This design comes from an exercise in tuning for small area on the open sky130 flow, not from production work. The RTL was checked by simulation tests, not by an equivalence proof against the original design.

==> flow/design.v (outline; a module is shown in full before it is edited, if it fits) <==
// module cordic_fa: 10 lines
// module cordic_ha: 9 lines
// module cordic_rotator: 4414 lines
module cordic_rotator (
    input  logic       clk,
    input  logic       rst_n,
    input  logic       in_valid,
    input  logic [8:0] in_x,
    input  logic [8:0] in_y,
    input  logic [8:0] in_angle,
    output logic       out_valid,
    output logic [31:0] out_x,
    output logic [31:0] out_y
);
  // ...
==> flow/run.sh <==
#!/bin/bash
# synth_recipe.tcl (not shown) runs the flow's synth.tcl, then flattens the netlist and writes it again
# the make line also repeats each setting of config.mk as NAME=value (left out here)
make -C /OpenROAD-flow-scripts/flow DESIGN_CONFIG=/design/flow/config.mk WORK_HOME=/design/flow/orfs CLKGATE_MAP_FILE= SYNTH_SCRIPT=/design/flow/synth_recipe.tcl finish
==> flow/config.mk <==
export PLATFORM = sky130hd
export DESIGN_NAME = cordic_rotator
export DESIGN_NICKNAME = cordic_rotator
export VERILOG_FILES = /design/flow/design.v
export SDC_FILE = /design/flow/constraint.sdc
export NUM_CORES = 4
export LEC_CHECK = 0
export ABC_AREA = 1
export ABC_CLOCK_PERIOD_IN_PS = 11000
export CAP_MARGIN = 20
export CORE_MARGIN = 2
export CORE_UTILIZATION = 40
export CTS_CLUSTER_DIAMETER = 80
export CTS_CLUSTER_SIZE = 20
export SLEW_MARGIN = 20
export SYNTH_HIERARCHICAL = 1
export SYNTH_MINIMUM_KEEP_SIZE = 0
==> flow/constraint.sdc <==
create_clock -name core_clock -period 11.0 [get_ports {clk}]
set_input_delay 2.2000 -clock core_clock [delete_from_list [all_inputs] [get_ports {clk}]]
set_output_delay 2.2000 -clock core_clock [all_outputs]
set_load 0.01 [all_outputs]
==> run summary, run 1 <==
Outcome:
- The flow ran to the end and the layout has no timing, DRC or antenna violations.

STA:
- The number of hold violations in the final report came to 0.
- The fmax is ~94 MHz.
- Setup repair after global routing left no endpoint under its margin.
- The ratio of final minimum period to clock period is 0.968.
- The final count of negative-setup-slack endpoints is 0.

Floorplanning:
- The die height is ~240 um.
- For this floorplan the total number of well-tap instances is 756.
- The die is ~240 um wide.
- In this run the count of I/O pins placed on the die edge is 95.

Placed design:
- The total placed cells including tap cells is 2851.
- The total of buffers placed on input and output ports is 94.

Global route:
- The first global-routing pass estimated 83700 um of wire.

Clock network:
- Clock tree synthesis inserted a total of 23 buffers.
- The number of buffers added for setup after CTS is 0.
- CTS built an H-tree with a depth of 1.

Layout:
- The clock distribution area overhead in the final layout is 0.0313.
- The layout has 25 clock buffers.
- Once layout is complete, the cells apart from fillers number just under 3000.
- The post-route cell area is 25100 sq um.

Drt:
- The first detailed-routing pass ran for 5 iterations.

Synth:
- The number of enable flip-flop cells after synthesis is 0.
- The commonest cells after synthesis are 491 x sky130_fd_sc_hd__fa_1, 249 x sky130_fd_sc_hd__dfxtp_1, 229 x sky130_fd_sc_hd__nand2_1.
- The share of synthesized area in the top cell type comes to 0.429.
- The per-instance average area after synthesis is 10.9 sq um.
- Yosys instantiated no cell more often than sky130_fd_sc_hd__fa_1.
- During synthesis, Yosys emitted a total of 7 warnings.

Critical path:
- STA puts the critical path data required time at approximately 11 ns.
- The endpoint identified for the worst register-to-register timing path is p3_n1609.
==> inputs of run 2 (changes only) <==
--- a/flow/config.mk
+++ b/flow/config.mk
@@ -12,4 +12,4 @@
 export CORE_UTILIZATION = 40
-export CTS_CLUSTER_DIAMETER = 80
-export CTS_CLUSTER_SIZE = 20
+export CTS_CLUSTER_DIAMETER = 110
+export CTS_CLUSTER_SIZE = 25
 export SLEW_MARGIN = 20
==> run 2 against run 1 <==
Critical path depth did not move. Worst setup slack improved by 0.020 ns. Sequential share of layout area rose by 0.28 points. Critical endpoint is now p3_n1511.
==> run summary, run 2 <==
STA:
- The number of hold violations in the final report is 0 (unchanged).
- The number of slew-limit violations in the final report is 0.
- The time the final worst path needs with I/O delays and setup is 10.62 ns.
- For the final routed database, the setup TNS stands at 0 ns.
- The fmax came to 94.1 MHz (+0.19%).
- Setup slack on the critical path of the routed design comes to 0.377 ns.
- The final count of negative-setup-slack endpoints was 0 (unchanged).
- The setup clock skew after layout is 0.0245 ns.
- The ratio of final minimum period to clock period is 0.966 (-0.00182).
- Setup repair after global routing left no endpoint under its margin.
- The transition time of the tightest slew-check pin is 0.959 ns.
- The worst pin sits at a relative slew slack of 0.360.

Synth:
- In the synthesized netlist, the number of instances is 2105.
- After synthesis the cells add up to between 20000 and 25000 sq um.
- In the synthesized netlist the dominant register cell turns out to be sky130_fd_sc_hd__dfxtp_1.
- Ranked by instance count, the synthesized netlist is headed by 491 x sky130_fd_sc_hd__fa_1, 249 x sky130_fd_sc_hd__dfxtp_1, 229 x sky130_fd_sc_hd__nand2_1.
- When the netlist entered floorplanning its net count stood at 2699.
- The number of enable flip-flop cells after synthesis is 0 (unchanged).
- The biggest area contributor in the post-synthesis netlist is sky130_fd_sc_hd__fa_1.
- In the post-synthesis netlist, the biggest area contributors are sky130_fd_sc_hd__fa_1 43%, sky130_fd_sc_hd__dfxtp_1 22%, sky130_fd_sc_hd__xor2_1 4.9%.
- The async set-reset flop share out of synthesis is 0.
- The total of warnings raised by yosys is 7 (unchanged).
- For this run, the register share of the synthesized area comes to 0.217.
- Yosys mapped the design onto 49 distinct sky130hd cell types.
- The synthesized design contains ~250 register bits.
- The per-instance average area after synthesis came to 10.9 sq um (unchanged).
- The area share of the largest cell type after synthesis was 0.429 (unchanged).
- Among all cell types in the netlist, the one instantiated most often is sky130_fd_sc_hd__fa_1.

Critical path:
- The data arrival time at the worst-slack endpoint is 11.02 ns.
- The endpoint identified for the worst register-to-register timing path is p3_n1511.
- The startpoint type of the worst setup path is a register.
- The worst-path maximum fanout is 2.
- The data required time at the worst endpoint is 11.39 ns (-0.02 ns).
- The worst setup path is of the register to register kind.
- The critical register-to-register path startpoint is p2_n969.
- The setup slack of the worst register-to-register path is 0.38 ns.
- STA classifies the critical path endpoint as a register.
- Measured in cells, the most critical reg-to-reg path has a length of 25.

Global route:
- Entering global routing, the biggest net connects 43 pins.
- In the global route stage, overall resource usage came out at 0.178.
- The number of global-route vias before repair came to 15470.
- Summed over all layers, the global routing overflow is 0.
- The initial antenna violation count is 0.
- The first-pass GRT wire length was 83400 um (-0.26%).

Layout:
- In the final layout, flip-flops and latches occupy 5000 sq um.
- The final layout net count is 2709.
- The final standard cell count with taps included and fillers excluded came to 2874 (-0.62%).
- In the final layout, the multi-input gates occupy between 15000 and 20000 sq um.
- vld holds more flip-flops than any other register.
- The fill cell instance count of the final layout is 5270.
- In the layout the commonest cells are 480 x sky130_fd_sc_hd__fa_1, 243 x sky130_fd_sc_hd__dfxtp_1, 229 x sky130_fd_sc_hd__nand2_1.
- The register with the most flip-flops in the layout has 4 of them.
- The diode insertion count for antenna repair is 0.
- The share of the core filled with cells is 0.439.
- The fraction of layout cells with a size suffix above 1 is 0.0463.
- Relative to the synthesized area, the layout overhead comes to 8.07%.
- Leaving out fill and tap cells, the most frequent cell in the layout is sky130_fd_sc_hd__fa_1.

Floorplanning:
- The starting density of the core is 0.406.
- The die width came to 243 um (unchanged).
- After floorplanning, the core was divided into 87 placement rows.
- The die covers 59300 sq um.
- The die height came to 243 um (unchanged).
- The region available for standard cell placement spans 56500 sq um.
- The count of boundary I/O pins was 95 (unchanged).

Drt:
- The uppermost layer routed is met4.
- After the first detailed-routing iteration, the DRC count stood at between 900 and 1000.
- The routed design uses roughly 1300 um of met3 wire.
- Using the TritonRoute via totals, the vias-per-cell ratio works out to 4.90.
- The post-route DRC violation count is 0.
- The detailed-routing wirelength on met1 is 21100 um.
- The number of optimization iterations in the first detailed-route pass is 5 (unchanged).
- The number of nets still failing antenna checks after routing is 0.
- The met2 wire length is 27100 um.
- In the final routed layout, each cell accounts on average for 17.8 um.
- Detailed routing inserted a total of roughly 14000 vias.
- After detailed routing, the total wire length is 51100 um.

Clock network:
- The clock tree from TritonCTS is yes.
- The number of sinks on the clock net is ~250.
- The number of buffers on the longest clock path is 3.
- At the later pin of the worst-skew pair, clock insertion delay measures 0.51 ns.
- Clock tree synthesis selected as its root buffer the cell sky130_fd_sc_hd__clkbuf_16.
- The number of CTS-inserted buffers is 15 (-35%).
- Clock-pin slew was measured on the worst setup and hold paths at 0.10 ns.
- The CTS H-tree depth is 1 (unchanged).

Placed design:
- The total of buffers placed on input and output ports was 94 (unchanged).
- The minimum setup slack after placement is 0.119 ns.
- The sum of net half-perimeters after detailed placement is 44200 um.
- At the end of routability-driven placement, the weighted congestion stood at 0.951.
- The total placed cells including tap cells is 2851 (unchanged).

Worst hold path:
- The startpoint of the tightest hold check path is p2_n183.
- The worst min-delay path category is register to register.
- The worst hold path terminates at p3_n183.
- The worst hold path passes through 0 cells.

Outcome:
- The flow ran to the end and the layout has no timing, DRC or antenna violations.

Job:
- The max-cap check violation count is 0.
run 2: cell counts after synthesis:
No cell type changed its count.
run 2: metal layers:
metal | global-route usage | vias up
met5 | 0 | -
met4 | 0.0482 | 0
met2 | 0.336 | 271
li1 | - | 6593
met3 | 0.0151 | 90
met1 | 0.216 | 7124
run 2: per-module statistics from Yosys (local to each module, per instance):
module	times used	flip-flops and latches	area, sq um	cells
cordic_rotator	1	249	12600	1571
cordic_fa	490	0	20.0	1
cordic_ha	44	0	12.5	1
run 2: worst max path at each step:
stage               startpoint  endpoint  slack [ns]  cells past startpoint
floorplan              p3_n183  p4_n2013        0.25                     27
global placement       p2_n742  p3_n1609        0.18                     25
detailed placement     p2_n822  p3_n1609        0.12                     25
CTS                    p2_n822  p3_n1609         0.1                     25
global route           p2_n969  p3_n1511       0.009                     25
finish                 p2_n969  p3_n1511        0.38                     25
run 2: cells by family after synthesis:
| family | Yosys count | share of synthesized area |
|---|---|---|
| adder cells (fa/ha/maj) | 564 | 0.469 |
| AND/OR/NAND/NOR | 403 | 0.0727 |
| buffers and inverters | 330 | 0.0660 |
| AO/OA/AOI/OAI | 302 | 0.0772 |
| XOR/XNOR | 257 | 0.0982 |
| flip-flops | 249 | 0.217 |
run 2: what timing repair did:
| item | in CTS | in global routing |
|---|---|---|
| resized for setup | 0 | 22 |
| endpoints found under the hold margin | 0 | 0 |
| setup endpoints to repair | 0 | 5 |
| hold buffers | 0 | 0 |
| buffers inserted | 0 | 3 |
run 2: final cells by class:
class	count	area share
clock buffer	16	0.0153
clock inverter	4	0.00242
inverter	197	0.0300
multi-input combinational	1526	0.665
sequential	249	0.202
tap	756	0.0382
timing repair buffer	126	0.0478
run 2: critical path, cell delays in order, from the launching register on:
cell	delay (ns)
sky130_fd_sc_hd__dfxtp_1	0.35
sky130_fd_sc_hd__ha_1	0.22
sky130_fd_sc_hd__fa_1	0.42
sky130_fd_sc_hd__fa_1	0.44
sky130_fd_sc_hd__fa_2	0.42
sky130_fd_sc_hd__fa_1	0.44
sky130_fd_sc_hd__fa_1	0.43
sky130_fd_sc_hd__fa_1	0.43
sky130_fd_sc_hd__fa_1	0.40
sky130_fd_sc_hd__fa_1	0.39
sky130_fd_sc_hd__fa_1	0.40
sky130_fd_sc_hd__fa_1	0.42
sky130_fd_sc_hd__fa_2	0.62
sky130_fd_sc_hd__xor2_2	0.20
sky130_fd_sc_hd__fa_1	0.50
sky130_fd_sc_hd__xnor2_1	0.17
sky130_fd_sc_hd__fa_1	0.40
sky130_fd_sc_hd__fa_1	0.42
sky130_fd_sc_hd__fa_1	0.42
sky130_fd_sc_hd__fa_1	0.43
sky130_fd_sc_hd__fa_1	0.43
sky130_fd_sc_hd__fa_1	0.43
sky130_fd_sc_hd__fa_1	0.42
sky130_fd_sc_hd__fa_1	0.42
sky130_fd_sc_hd__fa_1	0.42
sky130_fd_sc_hd__fa_1	0.45
run 2: through the flow:
step	area (sq um)	hold slack, ns
after global placement	24300	0.313
after global routing	24800	0.331
after CTS	24700	0.333
after floorplan	22900	0.310
after detailed placement	24300	0.312
final	24800	0.327
==> inputs of run 3 (changes only) <==
==> flow/flow/run.sh (new file) <==
#!/bin/bash
# The standard layout, with the smallest buffer on every input and output port
# (the standard flow buffers every port too, with a larger cell).
set -euo pipefail
export BUFFER_PORTS_ARGS="-buffer_cell sky130_fd_sc_hd__buf_1"
bash standard.sh > standard.log 2>&1
==> flow/standard.sh (new file) <==
#!/bin/bash
# synth_recipe.tcl (not shown) runs the flow's synth.tcl, then flattens the netlist and writes it again
# the make line also repeats each setting of config.mk as NAME=value (left out here)
make -C /OpenROAD-flow-scripts/flow DESIGN_CONFIG=/design/flow/config.mk WORK_HOME=/design/flow/orfs CLKGATE_MAP_FILE= SYNTH_SCRIPT=/design/flow/synth_recipe.tcl "${@:-finish}"
--- a/flow/config.mk
+++ b/flow/config.mk
@@ -13,3 +13,3 @@
 export CTS_CLUSTER_DIAMETER = 110
-export CTS_CLUSTER_SIZE = 25
+export CTS_CLUSTER_SIZE = 30
 export SLEW_MARGIN = 20
removed: flow/run.sh
==> run 3 against run 2 <==
Flip-flop and latch count did not move. Die area did not move. Synthesized cell count is the same. Via count about the same. Wire length is 0.93% higher. Global-route usage grew 0.17 points. Sequential share of layout area rose by 0.47 points. Clock-buffer cell count down 1. Register-to-register slack lost 0.06 ns. Critical path type unchanged.
==> run summary, run 3 <==
Critical path:
- The longest individual stage delay on the worst path is 0.61 ns (about the same).
- The count of cells along the worst register-to-register path is 25 (unchanged).
- The cell that appears most often on the critical path is sky130_fd_sc_hd__fa_1.
- The kind of end point of the critical path is a register.
- The worst flop-to-flop path endpoint is p3_n1609.
- The start point of the critical path is p2_n822.
- The worst-path maximum fanout was 6 (+4).
- The setup slack of the worst register-to-register path is 0.32 ns (-0.06 ns).
- The critical register-to-register path startpoint is p2_n822.
- The data arrival time at the worst-slack endpoint is 11.10 ns (+0.08 ns).
- The critical path is of the register to register type.
- STA classifies the critical path startpoint as a register.
- The data required time at the worst endpoint was 11.41 ns (+0.02 ns).
- The cell at the slowest stage of the critical path is sky130_fd_sc_hd__fa_2.

Clock network:
- The number of buffers on the longest clock path is 3 (unchanged).
- The CTS H-tree depth is 1 (unchanged).
- The number of CTS-inserted buffers is 14 (-1).
- The root cell of the clock tree is sky130_fd_sc_hd__clkbuf_16.
- The clock slew seen by the registers of the worst setup and hold paths is 0.11 ns (about the same).
- TritonCTS built the clock tree.
- The cts-stage hold buffer count is 0 (unchanged).
- The clock insertion delay at the later pin of the skew report is 0.53 ns (+0.02 ns).
- The number of sinks on the clock net came to 249 (unchanged).

Layout:
- The fraction of layout cells with a size suffix above 1 is 0.0435 (-0.00281).
- The fill cell instance count of the final layout is 5321 (+0.97%).
- The area of the multi-input gates came to 16500 sq um (about the same).
- The combined flip-flop and latch cell area is 4990 sq um (-0.10%).
- The largest register by flop count is vld.
- The area growth from synthesis to final layout is 5.49%.
- The number of flip-flops in the largest register is 4 (unchanged).
- The final layout net count is 2705 (-0.15%).
- The commonest non-fill, non-tap cell in the layout is sky130_fd_sc_hd__fa_1.
- Leaving out fill and tap cells, the most frequent cells in the layout are 484 x sky130_fd_sc_hd__fa_1, 245 x sky130_fd_sc_hd__dfxtp_1, 229 x sky130_fd_sc_hd__nand2_1.
- The diode insertion count for antenna repair is 0 (unchanged).

STA:
- The final setup TNS came to 0 ns (unchanged).
- The number of hold violations in the final report is 0 (unchanged).
- The number of slew-limit violations in the final report was 0 (unchanged).
- Setup repair after global routing left no endpoint under its margin.
- The transition time of the tightest slew-check pin is 0.893 ns (-0.0654 ns).
- The fmax is 93.6 MHz (-0.54%).
- The setup clock skew after layout is 0.0247 ns (+0.000257 ns).
- The final count of negative-setup-slack endpoints was 0 (unchanged).
- The worst hold margin is 0.338 ns (+0.0118 ns).
- The time the final worst path needs with I/O delays and setup is 10.68 ns (+0.0579 ns).
- The headroom to the max-slew limit is 0.403 (+0.0430).
- The ratio of final minimum period to clock period is 0.971 (+0.00527).

Drt:
- The number of optimization iterations in the first detailed-route pass came to 5 (unchanged).
- The routed wire length is 51600 um (+0.93%).
- The per-cell via count in the routed design is 4.90 (about the same).
- The count of routing violations after the opening detailed-route iteration is 754 (-18%).
- The routed via count is 14085 (+0.050%).
- The wire length per cell after detailed routing was 18.0 um (+0.96%).
- The number of nets still failing antenna checks after routing is 0 (unchanged).
- The post-route DRC violation count came to 0 (unchanged).

Synth:
- The number of enable flip-flop cells after synthesis is 0 (unchanged).
- The commonest cells after synthesis are 491 x sky130_fd_sc_hd__fa_1, 249 x sky130_fd_sc_hd__dfxtp_1, 229 x sky130_fd_sc_hd__nand2_1.
- The async set-reset flop share out of synthesis came to 0 (unchanged).
- The number of nets produced by synthesis was 2699 (unchanged).
- The sequential share of the synthesized area is 0.217 (unchanged).
- The most numerous cell in the Yosys netlist is sky130_fd_sc_hd__fa_1.
- The area share of the largest cell type after synthesis was 0.429 (unchanged).
- The total of warnings raised by yosys is 7 (unchanged).
- The register bit count reported by yosys came to 249 (unchanged).
- The post-synthesis cell type with the largest combined area is sky130_fd_sc_hd__fa_1.
- The synthesized cell area was 22900 sq um (unchanged).
- The per-instance average area after synthesis is 10.9 sq um (unchanged).
- The count of unique library cells instantiated by Yosys is 49 (unchanged).
- Sorting the synthesized cells by area gives the leading types as sky130_fd_sc_hd__fa_1 43%, sky130_fd_sc_hd__dfxtp_1 22%, sky130_fd_sc_hd__xor2_1 4.9%.
- The most used flip-flop cell after synthesis is sky130_fd_sc_hd__dfxtp_1.
- The count of mapped cells out of synthesis was 2105 (unchanged).

Floorplanning:
- The die footprint is 59300 sq um (unchanged).
- The die height is 243 um (unchanged).
- The count of boundary I/O pins came to 95 (unchanged).
- The die width came to 243 um (unchanged).
- The area of the placeable core is 56500 sq um (unchanged).
- The starting density of the core was 0.406 (unchanged).
- The number of core rows is 87 (unchanged).

Outcome:
- The flow ran to the end and the layout has no timing, DRC or antenna violations.

Worst hold path:
- The startpoint of the tightest hold check path is p2_n188.
- The tightest min-delay check is of the register to register type.
- The hold path depth is 0 (unchanged).
- The path with the worst hold slack has its endpoint at p3_n188.

Global route:
- The number of global-route vias before repair is 15452 (-0.12%).
- The first-pass GRT wire length was 84100 um (+0.76%).
- The largest net degree at the start of global routing was 43 (unchanged).
- The overall fraction of global-route tracks in use is 0.179 (+0.00174).
- The initial antenna violation count is 0 (unchanged).
- The total congestion overflow after global routing came to 0 (unchanged).

Placed design:
- The total of buffers placed on input and output ports came to 94 (unchanged).
- The routability-driven placement congestion ratio is 0.961 (+1.0%).
- The sum of net half-perimeters after detailed placement is 44400 um (+0.36%).

Job:
- The max-cap check violation count is 0 (unchanged).
## run 3: changes by cell type in the layout (fill, tap and decap cells not counted), sizes merged
cell,before,now
clkinv,3,6
clkbuf,16,15
clkdlybuf4s50,94,0
buf,32,123
## run 3: worst max-delay path, delay by kind of cell (launching register included)
kind	cells	cell delay (ns)
adder cells (fa/ha/maj)	21	9.70
flip-flops	1	0.40
AND/OR/NAND/NOR	1	0.06
XOR/XNOR	2	0.31
AO/OA/AOI/OAI	1	0.13
## run 3: cells by family after synthesis
family	after synthesis	share of synthesized area
buffers and inverters	330	0.0660
AO/OA/AOI/OAI	302	0.0772
adder cells (fa/ha/maj)	564	0.469
flip-flops	249	0.217
XOR/XNOR	257	0.0982
AND/OR/NAND/NOR	403	0.0727
## run 3: worst max-delay path by stage
stage                           to  slack, ns  cells past startpoint
after global routing      p3_n1511       0.02                     25
after CTS                 p3_n1609       0.09                     25
after floorplan           p4_n2013       0.25                     27
final                     p3_n1609       0.32                     25
after global placement    p3_n1609       0.17                     25
after detailed placement  p3_n1609        0.1                     25
## run 3: area by class of cell
cell class	count	area share
Clock buffer	15	0.0155
Timing Repair Buffer	123	0.0236
Tap cell	756	0.0391
Clock inverter	7	0.00424
Sequential cell	249	0.206
Inverter	197	0.0308
Multi-Input combinational cell	1526	0.680
## run 3: Yosys stat by module (local to each module, per instance)
| module | flip-flops and latches | cells inside | cell area [sq um] | copies in the design |
|---|---|---|---|---|
| cordic_ha | 0 | 1 | 12.5 | 44 |
| cordic_fa | 0 | 1 | 20.0 | 490 |
| cordic_rotator | 249 | 1571 | 12600 | 1 |
## run 3: per-layer routing
metal	GRT usage	wire length (um)	vias to the layer above
met3	0.0175	1610	63
met4	0.0417	1260	0
met1	0.218	21100	7117
li1	-	-	6582
met5	0	0	-
met2	0.340	27600	323
## run 3: timing repair
item	in CTS	in global routing
gates resized for setup	0	11
setup buffers	0	1
setup endpoints to repair	0	3
## run 3: per-stage QoR
step                      area [sq um]  utilization  cells  worst slack [ns]
after global placement           23700        0.419   2850             0.167
after floorplan                  22900            -   2105             0.250
after detailed placement         23700        0.419   2850            0.0983
after CTS                        24100        0.427   2872            0.0906
final                            24200        0.428   2873             0.319
after global routing             24200        0.428   2873            0.0217
==> inputs of run 4 (changes only) <==
--- a/flow/config.mk
+++ b/flow/config.mk
@@ -13,3 +13,3 @@
 export CTS_CLUSTER_DIAMETER = 110
-export CTS_CLUSTER_SIZE = 30
+export CTS_CLUSTER_SIZE = 25
 export SLEW_MARGIN = 20
==> run 4 against run 3 <==
Still clean on timing, DRC and antenna. Maximum frequency about the same. Via count down 0.18%. First-iteration DRC count up 6.2%. Critical path depth unchanged. Die area unchanged. Critical endpoint unchanged.
==> run summary, run 4 <==
Outcome:
- The flow ran to the end and the layout has no timing, DRC or antenna violations.

Drt:
- The routed wire length is 51700 um (+0.27%).
- The wire length per cell after detailed routing is 18.0 um (+0.27%).
- The number of nets still failing antenna checks after routing is 0 (unchanged).
- The number of optimization iterations in the first detailed-route pass is 5 (unchanged).
- The per-cell via count in the routed design is 4.89 (-0.18%).
- The count of routing violations after the opening detailed-route iteration is 801 (+6.2%).
- The post-route DRC violation count is 0 (unchanged).
- The routed via count is 14059 (-0.18%).

Global route:
- The largest net degree at the start of global routing is 43 (unchanged).
- The overall fraction of global-route tracks in use came to 0.180 (+0.000209).
- The first-pass GRT wire length came to 84200 um (about the same).
- The total congestion overflow after global routing is 0 (unchanged).
- The initial antenna violation count is 0 (unchanged).
- The number of global-route vias before repair is 15441 (-0.071%).

Layout:
- Counting flops per register, the top entry is vld.
- The final standard cell count with taps included and fillers excluded was 2873 (unchanged).
- The fill cell instance count of the final layout is 5323 (+0.038%).
- The final layout net count came to 2706 (+0.037%).
- The number of flip-flops in the largest register came to 4 (unchanged).
- The fraction of layout cells with a size suffix above 1 is 0.0430 (-0.000472).
- Leaving out fill and tap cells, the most frequent cell in the layout is sky130_fd_sc_hd__fa_1.
- The area growth from synthesis to final layout is 5.48% (about the same).
- Leaving out fill and tap cells, the most frequent cells in the layout are 484 x sky130_fd_sc_hd__fa_1, 245 x sky130_fd_sc_hd__dfxtp_1, 229 x sky130_fd_sc_hd__nand2_1.
- The share of the core filled with cells is 0.428 (about the same).
- The diode insertion count for antenna repair was 0 (unchanged).

Synth:
- The most common cell in the synthesized netlist is sky130_fd_sc_hd__fa_1.
- The total of warnings raised by yosys is 7 (unchanged).
- The sequential share of the synthesized area was 0.217 (unchanged).
- The count of unique library cells instantiated by Yosys is 49 (unchanged).
- The area share of the largest cell type after synthesis was 0.429 (unchanged).
- sky130_fd_sc_hd__fa_1 takes more of the synthesized area than any other cell.
- The count of mapped cells out of synthesis is 2105 (unchanged).
- Counting instances in the post-synthesis netlist gives the leading cell types as 491 x sky130_fd_sc_hd__fa_1, 249 x sky130_fd_sc_hd__dfxtp_1, 229 x sky130_fd_sc_hd__nand2_1.
- Sorting the synthesized cells by area gives the leading types as sky130_fd_sc_hd__fa_1 43%, sky130_fd_sc_hd__dfxtp_1 22%, sky130_fd_sc_hd__xor2_1 4.9%.
- The synthesized cell area is 22900 sq um (unchanged).
- The most used flip-flop cell after synthesis is sky130_fd_sc_hd__dfxtp_1.
- The async set-reset flop share out of synthesis came to 0 (unchanged).
- The register bit count reported by yosys is 249 (unchanged).
- The per-instance average area after synthesis is 10.9 sq um (unchanged).
- The number of enable flip-flop cells after synthesis is 0 (unchanged).
- The number of nets produced by synthesis was 2699 (unchanged).

Floorplanning:
- The number of core rows is 87 (unchanged).
- The starting density of the core is 0.406 (unchanged).
- The area of the placeable core is 56500 sq um (unchanged).
- The die footprint is 59300 sq um (unchanged).
- The count of boundary I/O pins is 95 (unchanged).
- The die width is 243 um (unchanged).
- The die height was 243 um (unchanged).

Critical path:
- The worst-path maximum fanout is 6 (unchanged).
- The setup slack of the worst register-to-register path is 0.32 ns (about the same).
- The count of cells along the worst register-to-register path is 25 (unchanged).
- The data required time at the worst endpoint came to 11.42 ns (about the same).
- The data arrival time at the worst-slack endpoint is 11.10 ns (about the same).
- The category of the critical setup timing path is register to register.
- The startpoint type of the worst setup path is a register.
- The kind of end point of the critical path is a register.

Clock network:
- The clock tree from TritonCTS is yes.
- The number of CTS-inserted buffers is 15 (+1).
- The number of sinks on the clock net is 249 (unchanged).
- The clock slew seen by the registers of the worst setup and hold paths is 0.10 ns (about the same).
- The number of buffers on the longest clock path was 3 (unchanged).
- The tree is rooted in a sky130_fd_sc_hd__clkbuf_16.
- The cts-stage hold buffer count is 0 (unchanged).
- The CTS H-tree depth came to 1 (unchanged).
- The clock insertion delay at the later pin of the skew report is 0.53 ns (about the same).

STA:
- The headroom to the max-slew limit came to 0.389 (-0.0142).
- The ratio of final minimum period to clock period came to 0.971 (about the same).
- The transition time of the tightest slew-check pin is 0.914 ns (+0.0212 ns).
- The fmax is 93.6 MHz (about the same).
- The number of slew-limit violations in the final report came to 0 (unchanged).
- The number of hold violations in the final report is 0 (unchanged).
- The final count of negative-setup-slack endpoints is 0 (unchanged).
- Setup repair after global routing left no endpoint under its margin.
- The time the final worst path needs with I/O delays and setup is 10.68 ns (-0.00274 ns).
- The setup clock skew after layout is 0.0281 ns (+0.00335 ns).
- The worst hold margin is 0.324 ns (-0.0145 ns).
- The final setup TNS is 0 ns (unchanged).

Worst hold path:
- The hold path depth is 0 (unchanged).
- The min-delay analysis places its worst path in the category register to register.

Placed design:
- The sum of net half-perimeters after detailed placement was 44400 um (unchanged).
- The total placed cells including tap cells is 2850 (unchanged).
- The total of buffers placed on input and output ports is 94 (unchanged).
- The routability-driven placement congestion ratio is 0.961 (unchanged).

Job:
- The max-cap check violation count is 0 (unchanged).
==> run 4: per-module statistics from Yosys, one instance, submodules excluded <==
module	copies in the design	cell area, sq um	cells inside	flip-flops and latches
cordic_fa	490	20.0	1	0
cordic_ha	44	12.5	1	0
cordic_rotator	1	12600	1571	249
==> run 4: per-stage QoR <==
step                setup WS [ns]  area, sq um
finish                      0.322        24200
floorplan                   0.250        22900
global placement            0.167        23700
global route              0.00422        24200
CTS                        0.0992        24100
detailed placement         0.0983        23700
==> run 4: layer usage <==
metal  share of wire  GRT usage  vias up
li1                -          -     6592
met1            0.41      0.220     7067
met2            0.53      0.338      338
met3           0.033     0.0171       62
met4           0.023     0.0433        0
met5               0          0        -
==> run 4: cell type report <==
cell class	instances	area, sq um	area share
multi-input cells	1526	16500	0.680
flip-flops and latches	249	4990	0.206
well taps	756	946	0.0391
inverters	197	744	0.0308
repair buffers	123	571	0.0236
clock buffers	16	379	0.0157
clock inverters	6	96.3	0.00398
==> run 4: path summary, 6_finish.rpt <==
check	startpoint	end
min	p2_n184	p3_n184
min reg2reg	p2_n184	p3_n184
max	p2_n822	p3_n1609
max reg2reg	p2_n822	p3_n1609
==> run 4: critical path, cell delays in order, from the launching register on <==
cell	delay, ns
sky130_fd_sc_hd__dfxtp_4	0.40
sky130_fd_sc_hd__fa_1	0.55
sky130_fd_sc_hd__nand2_1	0.10
sky130_fd_sc_hd__o21ai_0	0.11
sky130_fd_sc_hd__fa_1	0.44
sky130_fd_sc_hd__fa_1	0.61
sky130_fd_sc_hd__fa_2	0.52
sky130_fd_sc_hd__xnor2_1	0.16
sky130_fd_sc_hd__fa_1	0.42
sky130_fd_sc_hd__fa_1	0.45
sky130_fd_sc_hd__fa_1	0.43
sky130_fd_sc_hd__fa_1	0.43
sky130_fd_sc_hd__fa_1	0.43
sky130_fd_sc_hd__fa_1	0.42
sky130_fd_sc_hd__fa_1	0.42
sky130_fd_sc_hd__fa_1	0.44
sky130_fd_sc_hd__fa_1	0.43
sky130_fd_sc_hd__fa_1	0.43
sky130_fd_sc_hd__fa_1	0.44
sky130_fd_sc_hd__fa_1	0.44
sky130_fd_sc_hd__fa_1	0.44
sky130_fd_sc_hd__fa_1	0.45
sky130_fd_sc_hd__fa_1	0.43
sky130_fd_sc_hd__fa_1	0.55
sky130_fd_sc_hd__xor2_1	0.22
sky130_fd_sc_hd__fa_1	0.44
==> run 4: kinds of logic (layout without fill, tap and decap cells) <==
| group | count (synthesis) | in the layout | synth area share |
|---|---|---|---|
| xor gates and xnor gates | 257 | 257 | 0.0982 |
| DFF | 249 | 249 | 0.217 |
| AOI/OAI and AO/OA | 302 | 302 | 0.0772 |
| buffers and inverters | 330 | 342 | 0.0660 |
| and+or+nand+nor | 403 | 403 | 0.0727 |
| adders and majority gates | 564 | 564 | 0.469 |
==> run 4: repair_timing <==
item	CTS	global route
setup buffers	0	1
gates resized for setup	0	11
endpoints found under the setup margin	0	3
==> inputs of run 5 (changes only) <==
--- a/flow/config.mk
+++ b/flow/config.mk
@@ -11,3 +11,3 @@
 export CORE_MARGIN = 2
-export CORE_UTILIZATION = 40
+export CORE_UTILIZATION = 60
 export CTS_CLUSTER_DIAMETER = 110
==> run 5 against run 4 <==
Critical path type unchanged. Largest cell class unchanged. Clock-buffer cell count increased by 2. Final area decreased by 1.4%. Via count about the same. First-iteration DRC count increased by 8.4%.
==> run summary, run 5 <==
Clock network:
- The number of buffers on the longest clock path was 3 (unchanged).
- The CTS H-tree depth was 1 (unchanged).
- TritonCTS built the clock tree.
- The cts-stage hold buffer count is 0 (unchanged).
- The root cell of the clock tree is sky130_fd_sc_hd__clkbuf_16.
- The clock slew seen by the registers of the worst setup and hold paths is 0.10 ns (about the same).
- The clock insertion delay at the later pin of the skew report is 0.50 ns (-0.03 ns).
- The number of sinks on the clock net is 249 (unchanged).
- The number of CTS-inserted buffers is 14 (-1).

STA:
- The ratio of final minimum period to clock period is 0.968 (-0.00290).
- The headroom to the max-slew limit is 0.384 (-0.00496).
- The fmax is 93.9 MHz (+0.30%).
- The transition time of the tightest slew-check pin is 0.922 ns (+0.00743 ns).
- The setup clock skew after layout came to 0.0152 ns (-0.0129 ns).
- The number of hold violations in the final report was 0 (unchanged).
- The time the final worst path needs with I/O delays and setup came to 10.65 ns (-0.0319 ns).
- The number of slew-limit violations in the final report is 0 (unchanged).
- The final count of negative-setup-slack endpoints is 0 (unchanged).
- The worst hold margin is 0.333 ns (+0.00958 ns).
- Setup repair after global routing left no endpoint under its margin.
- The final setup TNS is 0 ns (unchanged).

Layout:
- The area growth from synthesis to final layout is 3.96%.
- The final layout net count is 2706 (unchanged).
- The fill cell instance count of the final layout is 3151 (-41%).
- The post-route cell area is 23800 sq um (-1.4%).
- The final standard cell count with taps included and fillers excluded came to 2628 (-8.5%).
- vld holds more flip-flops than any other register.
- The number of flip-flops in the largest register is 4 (unchanged).
- The library cells used most frequently in the layout, excluding fill and tap cells, are 487 x sky130_fd_sc_hd__fa_1, 245 x sky130_fd_sc_hd__dfxtp_1, 228 x sky130_fd_sc_hd__nand2_1.
- The commonest non-fill, non-tap cell in the layout is sky130_fd_sc_hd__fa_1.
- The fraction of layout cells with a size suffix above 1 is 0.0420 (-0.000945).
- The diode insertion count for antenna repair is 0 (unchanged).

Critical path:
- The cell at the slowest stage of the critical path is sky130_fd_sc_hd__fa_2.
- Among the stages of the critical path, the cell type that occurs most often is sky130_fd_sc_hd__fa_1.
- The longest individual stage delay on the worst path was 0.59 ns (-0.02 ns).
- The count of cells along the worst register-to-register path is 25 (unchanged).
- The data required time at the worst endpoint was 11.39 ns (-0.03 ns).
- The startpoint type of the worst setup path is a register.
- The count of buffer and inverter cells on the critical path came to 0 (unchanged).
- The kind of end point of the critical path is a register.
- The number of cells on the critical path came to 25 (unchanged).
- The kind of cell adding the most delay to the critical path is adder cells.
- The worst-path maximum fanout is 2 (-4).
- The data arrival time at the worst-slack endpoint came to 11.03 ns (-0.07 ns).
- By startpoint and endpoint, the worst setup path is classified as register to register.

Synth:
- The adder-cell share of the synthesized area is 0.469 (unchanged).
- The per-instance average area after synthesis came to 10.9 sq um (unchanged).
- The dominant combinational cell family by area after synthesis is adder cells.
- The synthesized cell area is 22900 sq um (unchanged).
- The area share of the largest cell type after synthesis is 0.429 (unchanged).
- In the synthesized netlist, the cells that appear most often are 491 x sky130_fd_sc_hd__fa_1, 249 x sky130_fd_sc_hd__dfxtp_1, 229 x sky130_fd_sc_hd__nand2_1.
- The most numerous cell in the Yosys netlist is sky130_fd_sc_hd__fa_1.
- The count of mapped cells out of synthesis is 2105 (unchanged).
- The fraction of the mapped netlist area in compound gates is 0.0772 (unchanged).
- The number of enable flip-flop cells after synthesis came to 0 (unchanged).
- The async set-reset flop share out of synthesis is 0 (unchanged).
- The most used flip-flop cell after synthesis is sky130_fd_sc_hd__dfxtp_1.
- The number of nets produced by synthesis is 2699 (unchanged).
- The mux contribution to synthesized area is 0 (unchanged).
- In the post-synthesis netlist, the biggest area contributors are sky130_fd_sc_hd__fa_1 43%, sky130_fd_sc_hd__dfxtp_1 22%, sky130_fd_sc_hd__xor2_1 4.9%.
- sky130_fd_sc_hd__fa_1 takes more of the synthesized area than any other cell.
- The xor and xnor area share after synthesis is 0.0982 (unchanged).
- The count of unique library cells instantiated by Yosys is 49 (unchanged).
- The sequential share of the synthesized area is 0.217 (unchanged).
- The fraction of the mapped netlist area in simple logic gates is 0.0727 (unchanged).
- The total of warnings raised by yosys is 7 (unchanged).
- The register bit count reported by yosys is 249 (unchanged).

Placed design:
- The routability-driven placement congestion ratio is 0.916 (-4.7%).
- The placed instance area is 23400 sq um (-1.3%).
- The total of buffers placed on input and output ports was 94 (unchanged).
- The total placed cells including tap cells is 2605 (-8.6%).
- The sum of net half-perimeters after detailed placement is 43800 um (-1.2%).

Floorplanning:
- The starting density of the core is 0.609 (+0.203).
- The die footprint was 39800 sq um (-33%).
- The count of boundary I/O pins was 95 (unchanged).
- The die height is 199 um (-18%).
- The number of core rows is 71 (-18%).
- The die width is 199 um (-18%).
- The area of the placeable core was 37700 sq um (-33%).

Drt:
- The number of optimization iterations in the first detailed-route pass was 6 (+1).
- The number of nets still failing antenna checks after routing was 0 (unchanged).
- The routed via count is 14053 (-0.043%).
- The count of routing violations after the opening detailed-route iteration is 868 (+8.4%).
- The per-cell via count in the routed design is 5.35 (+9.3%).
- The routed wire length is 50900 um (-1.7%).
- The post-route DRC violation count is 0 (unchanged).
- The wire length per cell after detailed routing is 19.4 um (+7.5%).

Job:
- The max-cap check violation count is 0 (unchanged).

Global route:
- The overall fraction of global-route tracks in use is 0.273 (+0.0931).
- The first-pass GRT wire length is 81700 um (-3.0%).
- The total congestion overflow after global routing is 0 (unchanged).
- The number of global-route vias before repair came to 15081 (-2.3%).
- The largest net degree at the start of global routing was 43 (unchanged).
- The initial antenna violation count is 0 (unchanged).

Worst hold path:
- The tightest min-delay check is of the register to register type.
- The hold path depth is 0 (unchanged).

Outcome:
- The run finished with no timing, DRC or antenna violations.
[run 5: cell type report]
class	count	area (sq um)	area share
multi-input combinational	1526	16500	0.690
sequential	249	4990	0.209
inverter	197	744	0.0312
tap	511	639	0.0268
timing repair buffer	124	578	0.0243
clock buffer	18	407	0.0171
clock inverter	3	25.0	0.00105
[run 5: per-layer routing]
metal  routed length, um  track usage  vias up  part of all wire
met4                2020       0.0988        0             0.040
met1               20500        0.342     7088              0.40
met3                1680       0.0226       74             0.033
met2               26700        0.494      306              0.52
met5                   0            0        -                 0
li1                    -            -     6585                 -
[run 5: final timing paths]
kind / slack, ns / from / end
setup / recovery: 0.35 / p2_n969 / p3_n1511
setup reg to reg: 0.35 / p2_n969 / p3_n1511
hold / removal: 0.33 / p2_n188 / p3_n188
hold reg to reg: 0.33 / p2_n188 / p3_n188
[run 5: metrics by stage]
step / setup WS, ns / utilization
after floorplan: 0.250 / -
after global placement: 0.212 / 0.620
after detailed placement: 0.0837 / 0.620
after CTS: 0.0763 / 0.632
after global routing: 0.000545 / 0.633
final: 0.354 / 0.633
[run 5: timing repair]
| action | CTS | global route |
|---|---|---|
| buffers inserted | 0 | 2 |
| setup endpoints to repair | 0 | 4 |
| resized for setup | 0 | 10 |
[run 5: kinds of logic after synthesis]
logic type,Yosys count
adders and majority gates,564
and+or+nand+nor,403
buffers and inverters,330
AOI/OAI and AO/OA,302
xor gates and xnor gates,257
DFF,249
[run 5: per-module statistics from Yosys (local to each module, per instance)]
module,cell area [sq um],cells inside,flops+latches
cordic_rotator,12600,1571,249
cordic_fa,20.0,1,0
cordic_ha,12.5,1,0
==> inputs of run 6 (changes only) <==
--- a/flow/config.mk
+++ b/flow/config.mk
@@ -11,3 +11,3 @@
 export CORE_MARGIN = 2
-export CORE_UTILIZATION = 60
+export CORE_UTILIZATION = 75
 export CTS_CLUSTER_DIAMETER = 110
==> run 6 against run 5 <==
Final area is 0.90% lower. Via count is 5.3% higher. Worst setup slack worse by 0.049 ns. Synthesized cell count stayed put. Core utilization is 15 points higher. Hold slack better by 0.0011 ns. Register-to-register slack worse by 0.05 ns. First-iteration DRC count is 62% higher. Non-clock buffer count is 1 lower. Critical endpoint is now p4_n2013.
==> run summary, run 6 <==
Clock network:
- The number of CTS-inserted buffers came to 13 (-1).
- The clock tree from TritonCTS is yes.
- The clock slew seen by the registers of the worst setup and hold paths was 0.11 ns (about the same).
- The number of buffers on the longest clock path is 3 (unchanged).
- The clock insertion delay at the later pin of the skew report is 0.50 ns (about the same).
- The tree is rooted in a sky130_fd_sc_hd__clkbuf_16.
- The CTS H-tree depth is 1 (unchanged).
- The number of sinks on the clock net came to 249 (unchanged).
- The cts-stage hold buffer count came to 0 (unchanged).

Global route:
- The total congestion overflow after global routing is 0 (unchanged).
- The met3 routing resource usage after global routing is 0.0399 (+0.0172).
- The first-pass GRT wire length is 84900 um (+4.0%).
- In this run the most used layer during global routing was met2.
- The initial antenna violation count came to 0 (unchanged).
- The global-route track usage on met1 is 0.428 (+0.0858).
- The number of global-route vias before repair is 16094 (+6.7%).
- The overall fraction of global-route tracks in use is 0.353 (+0.0806).
- The fraction of met2 tracks used by global routing is 0.633 (+0.138).
- The largest net degree at the start of global routing is 43 (unchanged).

STA:
- The time the final worst path needs with I/O delays and setup came to 10.70 ns (+0.0491 ns).
- The ratio of final minimum period to clock period is 0.972 (+0.00447).
- The final setup TNS is 0 ns (unchanged).
- The fmax is 93.5 MHz (-0.46%).
- The number of hold violations in the final report is 0 (unchanged).
- The number of slew-limit violations in the final report came to 0 (unchanged).
- The final count of negative-setup-slack endpoints is 0 (unchanged).
- The headroom to the max-slew limit is 0.370 (-0.0142).
- The setup clock skew after layout is 0.0180 ns (+0.00281 ns).
- The transition time of the tightest slew-check pin is 0.944 ns (+0.0223 ns).
- Setup repair after global routing left no endpoint under its margin.

Drt:
- The post-route DRC violation count was 0 (unchanged).
- The number of optimization iterations in the first detailed-route pass came to 5 (-1).
- The number of nets still failing antenna checks after routing is 0 (unchanged).
- The routed via count is 14799 (+5.3%).
- The per-cell via count in the routed design came to 5.91 (+10%).
- The wire length per cell after detailed routing is 21.2 um (+9.4%).
- The routed wire length came to 53100 um (+4.3%).
- The count of routing violations after the opening detailed-route iteration is 1408 (+62%).

Placed design:
- The sum of net half-perimeters after detailed placement is 44300 um (+0.97%).
- The routability-driven placement congestion ratio is 0.972 (+6.0%).
- The total of buffers placed on input and output ports is 94 (unchanged).
- The placed instance area came to 23200 sq um (-0.62%).

Critical path:
- The worst register-to-register path ends at p4_n2013.
- The data arrival time at the worst-slack endpoint came to 11.08 ns (+0.05 ns).
- The kind of cell adding the most delay to the critical path is adder cells.
- The count of buffer and inverter cells on the critical path came to 1 (+1).
- The critical register-to-register path startpoint is p3_n183.
- The data required time at the worst endpoint is 11.38 ns (about the same).
- The worst-path maximum fanout is 5 (+3).
- The longest individual stage delay on the worst path is 0.63 ns (+0.04 ns).
- The worst setup path is launched from a register.
- The setup slack of the worst register-to-register path is 0.30 ns (-0.05 ns).
- Counting stages on the worst path, the most repeated cell is sky130_fd_sc_hd__fa_1.
- The number of cells on the critical path is 25 (unchanged).
- STA classifies the critical path endpoint as a register.
- The category of the critical setup timing path is register to register.
- The cell at the slowest stage of the critical path is sky130_fd_sc_hd__fa_2.
- The count of cells along the worst register-to-register path is 25 (unchanged).

Synth:
- The synthesized cell area is 22900 sq um (unchanged).
- The count of mapped cells out of synthesis is 2105 (unchanged).
- The xor and xnor area share after synthesis is 0.0982 (unchanged).
- The number of nets produced by synthesis is 2699 (unchanged).
- The area share of the largest cell type after synthesis is 0.429 (unchanged).
- The total of warnings raised by yosys is 7 (unchanged).
- The most numerous cell in the Yosys netlist is sky130_fd_sc_hd__fa_1.
- The per-instance average area after synthesis is 10.9 sq um (unchanged).
- The mux contribution to synthesized area is 0 (unchanged).
- The async set-reset flop share out of synthesis is 0 (unchanged).
- After synthesis, the largest family of logic cells by area is adder cells.
- The adder-cell share of the synthesized area is 0.469 (unchanged).
- The biggest area contributor in the post-synthesis netlist is sky130_fd_sc_hd__fa_1.
- Ranked by total cell area, the synthesized netlist is headed by sky130_fd_sc_hd__fa_1 43%, sky130_fd_sc_hd__dfxtp_1 22%, sky130_fd_sc_hd__xor2_1 4.9%.
- Sorting the synthesized cells by how often they occur yields 491 x sky130_fd_sc_hd__fa_1, 249 x sky130_fd_sc_hd__dfxtp_1, 229 x sky130_fd_sc_hd__nand2_1.
- The count of unique library cells instantiated by Yosys is 49 (unchanged).
- The fraction of the mapped netlist area in simple logic gates was 0.0727 (unchanged).
- The sequential share of the synthesized area is 0.217 (unchanged).
- For this run, the leading register cell type out of synthesis is sky130_fd_sc_hd__dfxtp_1.
- The number of enable flip-flop cells after synthesis was 0 (unchanged).
- The fraction of the mapped netlist area in compound gates is 0.0772 (unchanged).
- The register bit count reported by yosys is 249 (unchanged).

Worst hold path:
- The startpoint identified for the worst hold timing path is p2_n187.
- The end point of the worst hold path is p3_n187.
- The worst min-delay path category is register to register.
- The hold path depth is 0 (unchanged).

Layout:
- The number of flip-flops in the largest register was 4 (unchanged).
- The post-route cell area is 23600 sq um (-0.90%).
- The library cell used most frequently in the layout, excluding fill and tap cells, is sky130_fd_sc_hd__fa_1.
- The area growth from synthesis to layout is 3.03%.
- The fraction of layout cells with a size suffix above 1 is 0.0436 (+0.00156).
- The final layout net count is 2704 (-0.074%).
- The library cells used most frequently in the layout, excluding fill and tap cells, are 482 x sky130_fd_sc_hd__fa_1, 242 x sky130_fd_sc_hd__dfxtp_1, 228 x sky130_fd_sc_hd__nand2_1.
- The largest register by flop count is vld.
- The diode insertion count for antenna repair is 0 (unchanged).

Floorplanning:
- The starting density of the core is 0.755 (+0.147).
- The number of core rows came to 64 (-9.9%).
- The die width is 179 um (-10%).
- The die footprint is 32000 sq um (-20%).
- The die height came to 179 um (-10%).
- The count of boundary I/O pins was 95 (unchanged).
- The area of the placeable core is 30300 sq um (-19%).

Job:
- The max-cap check violation count is 0 (unchanged).

Outcome:
- The run finished with no timing, DRC or antenna violations.
## run 6: kinds of logic (layout without fill, tap and decap cells)
kind of cell / after synthesis / count (layout)
compound gates: 302 / 302
xor+xnor: 257 / 257
fa+ha+maj: 564 / 564
buf+inv: 330 / 335
flops: 249 / 249
simple gates: 403 / 403
## run 6: how the worst max path moves through the flow
stage                        from  slack (ns)  endpoint
after global placement    p2_n822        0.22  p3_n1609
after global routing      p2_n675        0.01  p3_n1511
after floorplan           p3_n183        0.25  p4_n2013
after detailed placement  p2_n822        0.12  p3_n1609
after CTS                 p2_n675        0.10  p3_n1511
final                     p3_n183        0.30  p4_n2013
## run 6: area by class of cell
type / instances / area, sq um
multi-input cells: 1526 / 16500
fillers: 1941 / 6730
flip-flops and latches: 249 / 5000
inverters: 197 / 744
repair buffers: 123 / 571
well taps: 396 / 495
clock buffers: 14 / 329
clock inverters: 1 / 8.76
## run 6: routing by layer
layer  routed length [um]  vias to the layer above
met1                19500                     7458
li1                     -                     6574
met2                27800                      600
met3                 2640                      167
met5                    0                        -
met4                 3050                        0
## run 6: timing repair
action,CTS,global route
buffers inserted,0,1
setup endpoints to repair,1,6
endpoints found under the hold margin,0,0
gates cloned,0,0
resized for setup,1,17
pin swaps,0,3
## run 6: metrics by stage
step                worst slack [ns]  utilization  cells  hold WS (ns)
floorplan                      0.250            -   2105         0.310
global placement               0.224        0.765   2490         0.312
detailed placement             0.120        0.765   2490         0.312
CTS                            0.100        0.776   2505         0.328
global route                  0.0120        0.778   2506         0.342
finish                         0.304        0.778   2506         0.335
## run 6: per-module statistics from Yosys (local to each module, per instance)
| module | cells | flip-flops and latches |
|---|---|---|
| cordic_fa | 1 | 0 |
| cordic_ha | 1 | 0 |
| cordic_rotator | 1571 | 249 |
## run 6: worst reg2reg max path, stage by stage (launching register included)
cell and delay [ns]:
sky130_fd_sc_hd__dfxtp_2 0.42, sky130_fd_sc_hd__inv_1 0.11, sky130_fd_sc_hd__fa_1 0.43, sky130_fd_sc_hd__fa_1 0.44
sky130_fd_sc_hd__fa_1 0.44, sky130_fd_sc_hd__fa_1 0.44, sky130_fd_sc_hd__fa_1 0.46, sky130_fd_sc_hd__fa_1 0.45
sky130_fd_sc_hd__fa_1 0.43, sky130_fd_sc_hd__fa_1 0.43, sky130_fd_sc_hd__fa_1 0.44, sky130_fd_sc_hd__fa_1 0.45
sky130_fd_sc_hd__fa_1 0.44, sky130_fd_sc_hd__fa_1 0.43, sky130_fd_sc_hd__fa_1 0.42, sky130_fd_sc_hd__fa_1 0.45
sky130_fd_sc_hd__fa_1 0.47, sky130_fd_sc_hd__fa_2 0.39, sky130_fd_sc_hd__fa_1 0.38, sky130_fd_sc_hd__fa_1 0.41
sky130_fd_sc_hd__fa_2 0.63, sky130_fd_sc_hd__xor2_1 0.20, sky130_fd_sc_hd__o22ai_1 0.12, sky130_fd_sc_hd__fa_1 0.47
sky130_fd_sc_hd__fa_1 0.40, sky130_fd_sc_hd__fa_1 0.43

==> afterwards: timing with drivers on the ports <==
In the flow no input, the clock included, has a driving cell. The finished layouts below were timed again as built, in two steps.
Step 1 assumes that a clkbuf_16 drives the clock port and a buf_2 every other input.
Step 2 moves the port delays by t, midway between the first and last clock arrival at a register: inputs arrive t later, outputs are due t later. That takes back most of the time a late clock gives input paths.
Three values: no drivers, after step 1, after step 2; two values: the first two.
| run | t, ns | slack for setup (ns) | worst setup path after step 2 |
|---|---|---|---|
| run 1 | 0.581 | 0.357 / 0.357 / 0.357 | register to register |
| run 2 | 0.551 | 0.377 / 0.377 / 0.377 | register to register |
| run 3 | 0.569 | 0.319 / 0.319 / 0.319 | register to register |
| run 4 | 0.572 | 0.322 / 0.322 / 0.322 | register to register |
| run 5 | 0.552 | 0.354 / 0.354 / 0.354 | register to register |
| run 6 | 0.548 | 0.304 / 0.304 / 0.304 | register to register |
After both steps every run listed still meets setup and hold.
